This is an optimization exercise on Yosys and OpenROAD, whose aim is small area, a short achievable clock period and few clock cycles, not a production implementation. Only simulation tests tie the RTL to the original design; equivalence was not proved. No activity file was given, so power comes from the tool's default toggle rates.

==> 06-22 <==
==> flow/design.v <==
package p256_pkg;
    localparam logic [255:0] P_256 =
        256'hffffffff00000001000000000000000000000000ffffffffffffffffffffffff;
    localparam logic [255:0] K_256 =
        256'h00000000fffffffeffffffffffffffffffffffff000000000000000000000001;
endpackage
module WordSplitAdd #(
    parameter int NB = 2
) (
    input  logic [31:0]   x,
    input  logic [31:0]   y,
    input  logic [31:0]   z,
    input  logic          y0,     
    output logic [31:0]   s0,     
    output logic [NB-1:0] g,      
    output logic [NB-1:0] p,      
    output logic          c31     
);
    localparam int BW = 32 / NB;
    logic [31:0] s, c, w;
    assign s = x ^ y ^ z;
    assign c = (x & y) | (x & z) | (y & z);
    assign w = {c[30:0], y0};
    for (genvar b = 0; b < NB; b++) begin : g_blk
        assign {g[b], s0[b*BW +: BW]} = {1'b0, s[b*BW +: BW]} + {1'b0, w[b*BW +: BW]};
        assign p[b] = &(s[b*BW +: BW] ^ w[b*BW +: BW]);
    end
    assign c31 = c[31];
endmodule
module WordFinish #(
    parameter int NB = 2
) (
    input  logic [31:0]   s0,
    input  logic [NB-1:0] g,
    input  logic [NB-1:0] p,
    input  logic          cin,
    output logic [31:0]   sum,
    output logic          cout
);
    localparam int BW = 32 / NB;
    logic [NB:0] cb;
    assign cb[0] = cin;
    for (genvar b = 0; b < NB; b++) begin : g_blk
        assign cb[b+1] = g[b] | (p[b] & cb[b]);
        assign sum[b*BW +: BW] = cb[b] ? s0[b*BW +: BW] + 1'b1 : s0[b*BW +: BW];
    end
    assign cout = cb[NB];
endmodule
module p256_mod_add #(
    parameter int RD_LAT = 3
) (
    input  logic        clk,
    input  logic        rst_n,
    input  logic        ena,
    input  logic [31:0] a_din,
    input  logic [31:0] b_din,
    output logic        rdy,
    output logic [2:0]  a_addr,
    output logic [2:0]  b_addr,
    output logic [2:0]  d_addr,
    output logic        d_wren,
    output logic [31:0] d_dout
);
    localparam int NB = 4;
    logic [3:0]  k_q, k_d;
    logic        r_q, f_q, cin_q;
    logic        bad;
    logic        first_q, word0_q, m_q, m0_q;
    logic [31:0] s0_q, s0;
    logic [NB-1:0] g_q, p_q, g, p;
    logic        c31_q, c31;
    logic        co;
    logic [31:0] z;
    assign z = {{30{m_q}}, m_q | first_q, m0_q};
    WordSplitAdd #(.NB(NB)) u_split (
        .x(a_din), .y(b_din), .z(z), .y0(c31_q & ~first_q & ~word0_q),
        .s0(s0), .g(g), .p(p), .c31(c31)
    );
    WordFinish #(.NB(NB)) u_fin (
        .s0(s0_q), .g(g_q), .p(p_q), .cin(cin_q),
        .sum(d_dout), .cout(co)
    );
    assign a_addr = k_q[2:0];
    assign b_addr = k_q[2:0];
    assign d_addr = {~k_q[2], k_q[1:0]};
    assign d_wren = k_q >= 4'd4 && k_q <= 4'd11;
    assign rdy    = k_q == 4'd12;
    assign bad = k_q == 4'd11 && r_q && !(co || c31_q);
    always_comb begin
        k_d = k_q;
        if (bad) begin
            k_d = 4'd15;
        end else if (k_q != 4'd12) begin
            k_d = k_q + 4'd1;
        end
    end
    always_ff @(posedge clk or negedge rst_n) begin
        if (!rst_n) begin
            k_q     <= 4'd15;
            r_q     <= 1'b0;
            f_q     <= 1'b0;
            cin_q   <= 1'b0;
            first_q <= 1'b0;
            word0_q <= 1'b0;
            m_q     <= 1'b0;
            m0_q    <= 1'b0;
        end else if (ena) begin
            k_q <= k_d;
            if (bad) f_q <= 1'b1;
            if (k_q == 4'd3) begin
                r_q   <= (co | c31_q) & ~f_q;
                cin_q <= (co | c31_q) & ~f_q;
            end else begin
                cin_q <= co & (k_q != 4'd2);
            end
            first_q <= k_d == 4'd2;
            word0_q <= k_d == 4'd3;
            m_q     <= r_q && k_d >= 4'd6 && k_d <= 4'd9;
            m0_q    <= r_q && k_d >= 4'd6 && k_d <= 4'd8;
        end
    end
    always_ff @(posedge clk) begin
        if (ena) begin
            s0_q  <= s0;
            g_q   <= g;
            p_q   <= p;
            c31_q <= c31;
        end
    end
endmodule
==> flow/flow/run.sh <==
#!/bin/bash
# The standard layout, with the port buffers inserted as the smallest buffer
# (sky130_fd_sc_hd__buf_1) instead of the resizer's default pick; timing repair
# resizes them from there. Each step's full output stays in orfs/logs; make's own
# output goes to standard.log.
set -euo pipefail
export BUFFER_PORTS_ARGS="-buffer_cell sky130_fd_sc_hd__buf_1"
bash standard.sh > standard.log 2>&1
==> flow/standard.sh <==
#!/bin/bash
# synth_recipe.tcl (not shown) runs the flow's synth.tcl, then flattens the netlist and writes it again
# the make line also repeats each setting of config.mk as NAME=value (left out here)
make -C /OpenROAD-flow-scripts/flow DESIGN_CONFIG=/design/flow/config.mk WORK_HOME=/design/flow/orfs CLKGATE_MAP_FILE= SYNTH_SCRIPT=/design/flow/synth_recipe.tcl "${@:-finish}"
==> flow/config.mk <==
export PLATFORM = sky130hd
export DESIGN_NAME = p256_mod_add
export DESIGN_NICKNAME = p256_mod_add
export VERILOG_FILES = /design/flow/design.v
export SDC_FILE = /design/flow/constraint.sdc
export NUM_CORES = 4
export LEC_CHECK = 0
export CAP_MARGIN = 20
export CORE_MARGIN = 2
export CORE_UTILIZATION = 65
export PLACE_DENSITY = 0.8
export SETUP_SLACK_MARGIN = 2.8
export SLEW_MARGIN = 20
==> flow/constraint.sdc <==
create_clock -name core_clock -period 6.0 [get_ports {clk}]
set_input_delay 1.2000 -clock core_clock [delete_from_list [all_inputs] [get_ports {clk}]]
set_output_delay 1.2000 -clock core_clock [all_outputs]
set_load 0.01 [all_outputs]
==> inputs of 04-13, as changes to 06-22 <==
==> flow/design.v (replaced) <==
package p256_pkg;
    localparam logic [255:0] P_256 =
        256'hffffffff00000001000000000000000000000000ffffffffffffffffffffffff;
    localparam logic [255:0] K_256 =
        256'h00000000fffffffeffffffffffffffffffffffff000000000000000000000001;
endpackage
module WordAdd3 (
    input  logic [31:0] x,
    input  logic [31:0] y,
    input  logic [31:0] z,
    output logic [31:0] sum,
    output logic        ox,
    output logic        oy
);
    logic [31:0] s, c;
    assign s = x ^ y ^ z;
    assign c = (x & y) | (x & z) | (y & z);
    PrefixAdd #(.W(32)) u_pa (
        .x(s), .y({c[30:0], 1'b0}), .sum(sum), .cout(oy)
    );
    assign ox = c[31];
endmodule
module PrefixAdd #(parameter int W = 32) (
    input  logic [W-1:0] x,
    input  logic [W-1:0] y,
    output logic [W-1:0] sum,
    output logic         cout
);
    localparam int L = $clog2(W);
    logic [W-1:0] g [L+1];
    logic [W-1:0] p [L+1];
    assign g[0] = x & y;
    assign p[0] = x ^ y;
    for (genvar l = 0; l < L; l++) begin : g_lvl
        for (genvar i = 0; i < W; i++) begin : g_bit
            if (i >= (1 << l)) begin : g_comb
                assign g[l+1][i] = g[l][i] | (p[l][i] & g[l][i - (1 << l)]);
                assign p[l+1][i] = p[l][i] & p[l][i - (1 << l)];
            end else begin : g_pass
                assign g[l+1][i] = g[l][i];
                assign p[l+1][i] = p[l][i];
            end
        end
    end
    assign sum  = p[0] ^ {g[L][W-2:0], 1'b0};
    assign cout = g[L][W-1];
endmodule
module p256_mod_add #(
    parameter int RD_LAT = 3
) (
    input  logic        clk,
    input  logic        rst_n,
    input  logic        ena,
    input  logic [31:0] a_din,
    input  logic [31:0] b_din,
    output logic        rdy,
    output logic [2:0]  a_addr,
    output logic [2:0]  b_addr,
    output logic [2:0]  d_addr,
    output logic        d_wren,
    output logic [31:0] d_dout
);
    logic [3:0]  k_q, k_d;
    logic        r_q, f_q, bad_q, r_d;
    logic        first_q, last_q;
    logic        first_d, word0_d, m_d, m0_d;
    logic        zh_q, z1_q, z0_q, zc_q;
    logic [3:0]  zn0, zn1;
    logic        ox, oy, co;
    logic [31:0] z, sum;
    function automatic logic [3:0] zctl(input logic [1:0] n, input logic rr, input logic fst,
                                        input logic w0, input logic m, input logic m0);
        logic [1:0] ci, v;
        ci = fst ? 2'd2 : w0 ? {1'b0, rr} : n;
        v  = ci + {1'b0, m0};
        zctl = {m & ~v[1], m ^ v[1], v[0], m & v[1]};
    endfunction
    assign z = {{30{zh_q}}, z1_q, z0_q};
    WordAdd3 u_add (
        .x(a_din), .y(b_din), .z(z),
        .sum(sum), .ox(ox), .oy(oy)
    );
    assign co = ox | oy | zc_q;
    assign a_addr = k_q[2:0];
    assign b_addr = k_q[2:0];
    assign d_addr = {~k_q[2], k_q[1:0]};
    assign d_wren = k_q >= 4'd4 && k_q <= 4'd11;
    assign rdy    = k_q == 4'd12;
    always_comb begin
        k_d = k_q;
        r_d = r_q;
        if (first_q) r_d = co & ~f_q;
        if (bad_q) begin
            k_d = 4'd15;
        end else if (k_q != 4'd12) begin
            k_d = k_q + 4'd1;
        end
        first_d = k_d == 4'd2;
        word0_d = k_d == 4'd3;
        m_d     = r_q && k_d >= 4'd6 && k_d <= 4'd9;
        m0_d    = r_q && k_d >= 4'd6 && k_d <= 4'd8;
        zn0 = zctl(2'({1'b0, ox} + {1'b0, zc_q}), (ox | zc_q) & ~f_q,
                   first_d, word0_d, m_d, m0_d);
        zn1 = zctl(2'({1'b0, ox} + {1'b0, zc_q} + 2'd1), ~f_q,
                   first_d, word0_d, m_d, m0_d);
    end
    always_ff @(posedge clk or negedge rst_n) begin
        if (!rst_n) begin
            k_q     <= 4'd15;
            r_q     <= 1'b0;
            f_q     <= 1'b0;
            bad_q   <= 1'b0;
            first_q <= 1'b0;
            last_q  <= 1'b0;
            {zh_q, z1_q, z0_q, zc_q} <= 4'd0;
        end else if (ena) begin
            k_q     <= k_d;
            r_q     <= r_d;
            if (bad_q) f_q <= 1'b1;
            bad_q   <= last_q & r_q & ~co;
            first_q <= first_d;
            last_q  <= k_d == 4'd10;
            {zh_q, z1_q, z0_q, zc_q} <= oy ? zn1 : zn0;
        end
    end
    always_ff @(posedge clk) begin
        if (ena) d_dout <= sum;
    end
endmodule
==> flow/run.sh (new file) <==
#!/bin/bash
# synth_recipe.tcl (not shown) runs the flow's synth.tcl, then flattens the netlist and writes it again
# the make line also repeats each setting of config.mk as NAME=value (left out here)
make -C /OpenROAD-flow-scripts/flow DESIGN_CONFIG=/design/flow/config.mk WORK_HOME=/design/flow/orfs CLKGATE_MAP_FILE= SYNTH_SCRIPT=/design/flow/synth_recipe.tcl finish
==> flow/config.mk (replaced) <==
export PLATFORM = sky130hd
export DESIGN_NAME = p256_mod_add
export DESIGN_NICKNAME = p256_mod_add
export VERILOG_FILES = /design/flow/design.v
export SDC_FILE = /design/flow/constraint.sdc
export NUM_CORES = 4
export LEC_CHECK = 0
export ABC_CLOCK_PERIOD_IN_PS = 2000
export CAP_MARGIN = 20
export CORE_MARGIN = 2
export CORE_UTILIZATION = 40
export SETUP_SLACK_MARGIN = 4.0
export SLEW_MARGIN = 20
removed: flow/flow/run.sh
removed: flow/standard.sh
==> run notes <==
06-22 finished with timing, DRC and antenna clean. 04-13 went through all stages and came out clean.
Against 04-13, the total power of 06-22 is smaller by about 17%.
Against 06-22, the sequential share of layout area of 04-13 is lower by 9.9 points.
Worst hold slack is about the same in 04-13 and 06-22.
Combinational power: 06-22 is lower than 04-13 (29%).
In 04-13 the synthesized cell count is lower than in 06-22, by 5.7%.
Between 04-13 and 06-22, the lower clock skew is in 04-13 (gap 0.0014 ns).
==> figures <==
| item | 04-13 | 06-22 |
|---|---|---|
| Result of the run | finished clean | finished clean |
| Post-DP HPWL | 7.41 mm | 7.13 mm |
| Met2 track demand over resource | 0.355 | 0.420 |
| Critical register-to-register path endpoint | d_dout[29] | s0_q[7] |
| Clock Sink Count | 45 | 52 |
| Number of sequential cells | 45 | 52 |
| Total global routing track utilization | 0.198 | 0.230 |
| Min Tclk post-route | 4.04 ns | 3.14 ns |
| Number of standard-cell rows in the floorplan | 37 | 30 |
| Power of the clock network | 223 µW | 192 µW |
| Number of cells on the worst reg-to-reg path | 11 | 9 |
| Count of multi-input gates | 317 | 315 |
| Met1 wire length | 4.90 mm | 3.72 mm |
| Synth unique cells | 57 | 49 |
Testbench counts of 06-22, summed over its fixed seeds: cycles 4,480.
Testbench counts of 04-13, summed over its fixed seeds: cycles 4,480.

port drivers added, routing unchanged:
How much do the figures lean on ideal ports? The routed layouts below were timed once more, with nothing changed but the port constraints. Step 1: set_driving_cell puts a clkbuf_16 on clk and a buf_2 on each other input, an assumption about the parent block. Step 2, shift: input delay + t, output delay - t, t = (earliest + latest rising clock arrival at the registers) / 2. This alone moves slack from input paths to output paths. a / b / c = ideal ports / drivers / drivers and shift; a / b = the first two.
run	shift t [ns]	setup WS [ns]	slew at the worst register clock pin (ns)	worst data-port slew with drivers (ns)	pins driven straight from the clock port
06-22	0.321	2.863 / 2.841 / 2.550	0.09 / 0.09	0.04	1
04-13	0.329	1.958 / 1.954 / 1.626	0.09 / 0.09	0.04	1
After both steps setup and hold are still met in every run listed. The setup slack of 04-13, which loses most, moves by -0.004 ns with the drivers and by -0.332 ns with both steps.
